From an optimization exercise on the open Yosys and OpenROAD flow, aimed at small area, a short achievable clock period and few clock cycles per item; shortcuts taken in it are not production practice. Function was checked by simulation only, so behaviour that the tests miss may differ from the original. Power figures rest on the tool's default switching activity, not on a simulated workload.

## the reference run
==> flow/design.v (excerpt) <==
module color_key_corner_search #(
	parameter int unsigned FRAME_WIDTH  = 640,
	parameter int unsigned FRAME_HEIGHT = 480,
	parameter int unsigned RADIUS       = 25
) (
	input  wire logic                                clk,
	input  wire logic                                arst_n,
	input  wire logic                                s_axis_tvalid,
	output logic                                     s_axis_tready,
	input  wire logic [ckcs_pkg::IN_TDATA_W-1:0]     s_axis_tdata,
	input  wire logic                                s_axis_tlast,
	output logic                                     m_axis_tvalid,
	input  wire logic                                m_axis_tready,
	output logic [ckcs_pkg::OUT_TDATA_W-1:0]         m_axis_tdata,
	input  wire logic                                cfg_wen,
	input  wire logic [ckcs_pkg::CFG_IDX_W-1:0]      cfg_addr,
	input  wire logic [ckcs_pkg::CFG_DAT_W-1:0]      cfg_wdata
);
For scale: roughly 1900 cells after synthesis, about 330 flip-flops, roughly 130 I/O pins, about 19000 um2 of cells after synthesis.
Settings: LEC_CHECK=0, CAP_MARGIN=20, CORE_MARGIN=2, CORE_UTILIZATION=40, SETUP_SLACK_MARGIN=4.6, SLEW_MARGIN=20; clock period 7.5 ns.
standard.sh (not shown) runs the stock make flow with config.mk's settings and CLKGATE_MAP_FILE= SYNTH_SCRIPT=/design/flow/synth_recipe.tcl, a recipe that flattens the netlist after the stock synthesis.
==> flow/flow/run.sh <==
#!/bin/bash
# Standard layout, with the port buffers made from buf_1 cells.
cp standard.sh standard_sh.txt
export BUFFER_PORTS_ARGS="-buffer_cell sky130_fd_sc_hd__buf_1"
bash standard.sh > standard.log 2>&1
The reference run: PASS, flow complete, no timing, DRC or antenna violations
Testbench counts of the reference run, summed over its fixed seeds: cycles 2,457,656, items 2,457,600.
## Diff of input files: the trial run against the reference run
--- a/flow/design.v
+++ b/flow/design.v
@@ -158,21 +158,19 @@
 		logic        co;
 		y  = {2'b00, dy[7:0]};
 		s2 = s1 ^ k1 ^ y;
 		k2 = {(s1 & k1) | (s1 & y) | (k1 & y), dv_c};
 		co = {s2, dy[8]} > {~k2[9:0], 1'b0};
 		kmatch = ~(k2[10] ^ nt_hi ^ co);
 	endfunction
 	logic [9:0] l_a, l_b, l_s1, l_k1, r_a, r_b, r_s1, r_k1;
 	logic [1:0] lm, rm;
-	logic       last2_q, lin2_q, rin2_q;
-	logic [1:0] lm2_q, rm2_q;
-	logic       lhit2, lb2, rhit2, rb2;
+	logic       last2_q, lhit2_q, lb2_q, rhit2_q, rb2_q;
 	logic [8:0] row2_q, ch2_q;
 	logic [10:0] ql2_q, qr2_q;    
 	always_comb begin
 		l_a  = {2'b00, lu_q[7:0]};
 		l_b  = {2'b00, lv_q[7:0]};
 		l_s1 = l_a ^ l_b ^ nthr[9:0];
 		l_k1 = {(l_a & l_b) | (l_a & nthr[9:0]) | (l_b & nthr[9:0]), lu_q[8]};
 		r_a  = {2'b00, ru_q[7:0]};
 		r_b  = {2'b00, rv_q[7:0]};
@@ -183,60 +181,56 @@
 		rm[0] = kmatch(ry0_q, r_s1, r_k1[9:0], rv_q[8], nthr[10]);
 		rm[1] = kmatch(ry1_q, r_s1, r_k1[9:0], rv_q[8], nthr[10]);
 	end
 	always_ff @(posedge clk) begin
 		row2_q  <= row1_q;
 		ch2_q   <= ch1_q;
 		ql2_q   <= 11'(row1_q) - 11'({ch1_q, 1'b0}) - 11'd1;
 		qr2_q   <= 11'(row1_q) + 11'({ch1_q, 1'b0});
 		last2_q <= last1_q;
-		lin2_q  <= lin1_q;
-		rin2_q  <= rin1_q;
-		lm2_q   <= lm;
-		rm2_q   <= rm;
+		lhit2_q <= lin1_q && (lm[0] || lm[1]);
+		lb2_q   <= !lm[0];
+		rhit2_q <= rin1_q && (rm[0] || rm[1]);
+		rb2_q   <= rm[1];
 	end
 	logic [8:0]  lb_row, rb_row;
 	logic [9:0]  lb_col, rb_col;
 	logic        l_upd, r_upd, load;
 	function automatic logic nonneg3(input logic [12:0] a, input logic [12:0] b,
 			input logic [12:0] c, input logic e0, input logic e1);
 		logic [12:0] s1, k1;
 		logic        co;
 		s1 = a ^ b ^ c;
 		k1 = {((a[11:0] & b[11:0]) | (a[11:0] & c[11:0]) | (b[11:0] & c[11:0])), e0};
 		co = {s1[11:0], e1} > {~k1[11:0], 1'b0};
 		nonneg3 = ~(s1[12] ^ k1[12] ^ co);
 	endfunction
 	always_comb begin
-		lhit2 = lin2_q && (lm2_q[0] || lm2_q[1]);
-		lb2 = !lm2_q[0];
-		rhit2 = rin2_q && (rm2_q[0] || rm2_q[1]);
-		rb2 = rm2_q[1];
-		l_upd = v2_q && lhit2 && nonneg3({{2{ql2_q[10]}}, ql2_q}, {3'd0, lb_col}, ~{4'd0, lb_row},
-			!lb2, 1'b0);
-		r_upd = v2_q && rhit2 && nonneg3({2'd0, qr2_q}, ~{3'd0, rb_col}, ~{4'd0, rb_row},
-			rb2, 1'b1);
+		l_upd = v2_q && lhit2_q && nonneg3({{2{ql2_q[10]}}, ql2_q}, {3'd0, lb_col}, ~{4'd0, lb_row},
+			!lb2_q, 1'b0);
+		r_upd = v2_q && rhit2_q && nonneg3({2'd0, qr2_q}, ~{3'd0, rb_col}, ~{4'd0, rb_row},
+			rb2_q, 1'b1);
 		load  = !v2_q && !in_frame_q && !res_valid_q;
 	end
 	always_ff @(posedge clk) begin
 		if (load) begin
 			lb_row <= {l_syh, 1'b0};
 			lb_col <= l_exm1;
 			rb_row <= {r_syh, 1'b0};
 			rb_col <= {r_sxh, 1'b0};
 		end else begin
 			if (l_upd) begin
 				lb_row <= row2_q;
-				lb_col <= {ch2_q, lb2};
+				lb_col <= {ch2_q, lb2_q};
 			end
 			if (r_upd) begin
 				rb_row <= row2_q;
-				rb_col <= {ch2_q, rb2};
+				rb_col <= {ch2_q, rb2_q};
 			end
 		end
 	end
 	always_ff @(posedge clk or negedge arst_n) begin
 		if (!arst_n) begin
 			tready_q    <= 1'b1;
 			cw_q        <= 1'b0;
 			v1_q        <= 1'b0;
 			v2_q        <= 1'b0;
==> summary.txt <==
Each of the runs, namely the reference run and the trial run, reached the end of the flow and came out clean. Comparing the trial run with the reference run, the area added between synthesis and finish came out essentially unchanged. The trial run vs the reference run — final cycle utilization of the critical path rose 2.0 points. The cell leakage power in the trial run sits 1.0% above the value recorded for the reference run. The trial run against the reference run; total length of routed met2 wires is down slightly. The trial run against the reference run: cell area after synthesis has remained practically unchanged, post-route minimum period went up by 0.15 ns, design area comparable, placed instance area held steady.
Testbench counts of the trial run, summed over its fixed seeds: cycles 2,457,656, items 2,457,600.

re-timing with driven ports:
The results above use ideal ports. As a check the final layouts listed here were re-extracted and re-timed, cells and wires unchanged.
Step 1 sets driving cells, clkbuf_16 on the clock port and buf_2 on the other inputs (assumed; they add their load-dependent delay and slew).
Step 2 also shifts input and output timing later by t, the mid clock arrival at the registers, as if the neighbouring blocks saw the same clock.
Three values: ideal, step 1, step 2; two values: the first two.
| run | t (ns) | setup slack, ns | hold WS [ns] |
|---|---|---|---|
| the reference run | 0.597 | 4.589 / 4.589 / 4.026 | 0.330 / 0.330 / 0.330 |
| the trial run | 0.599 | 4.442 / 4.442 / 4.047 | 0.324 / 0.324 / 0.324 |
After both steps setup and hold are still met in every run listed. For the reference run, which loses most, drivers alone change the setup slack by 0.000 ns; drivers and shift together by -0.563 ns.
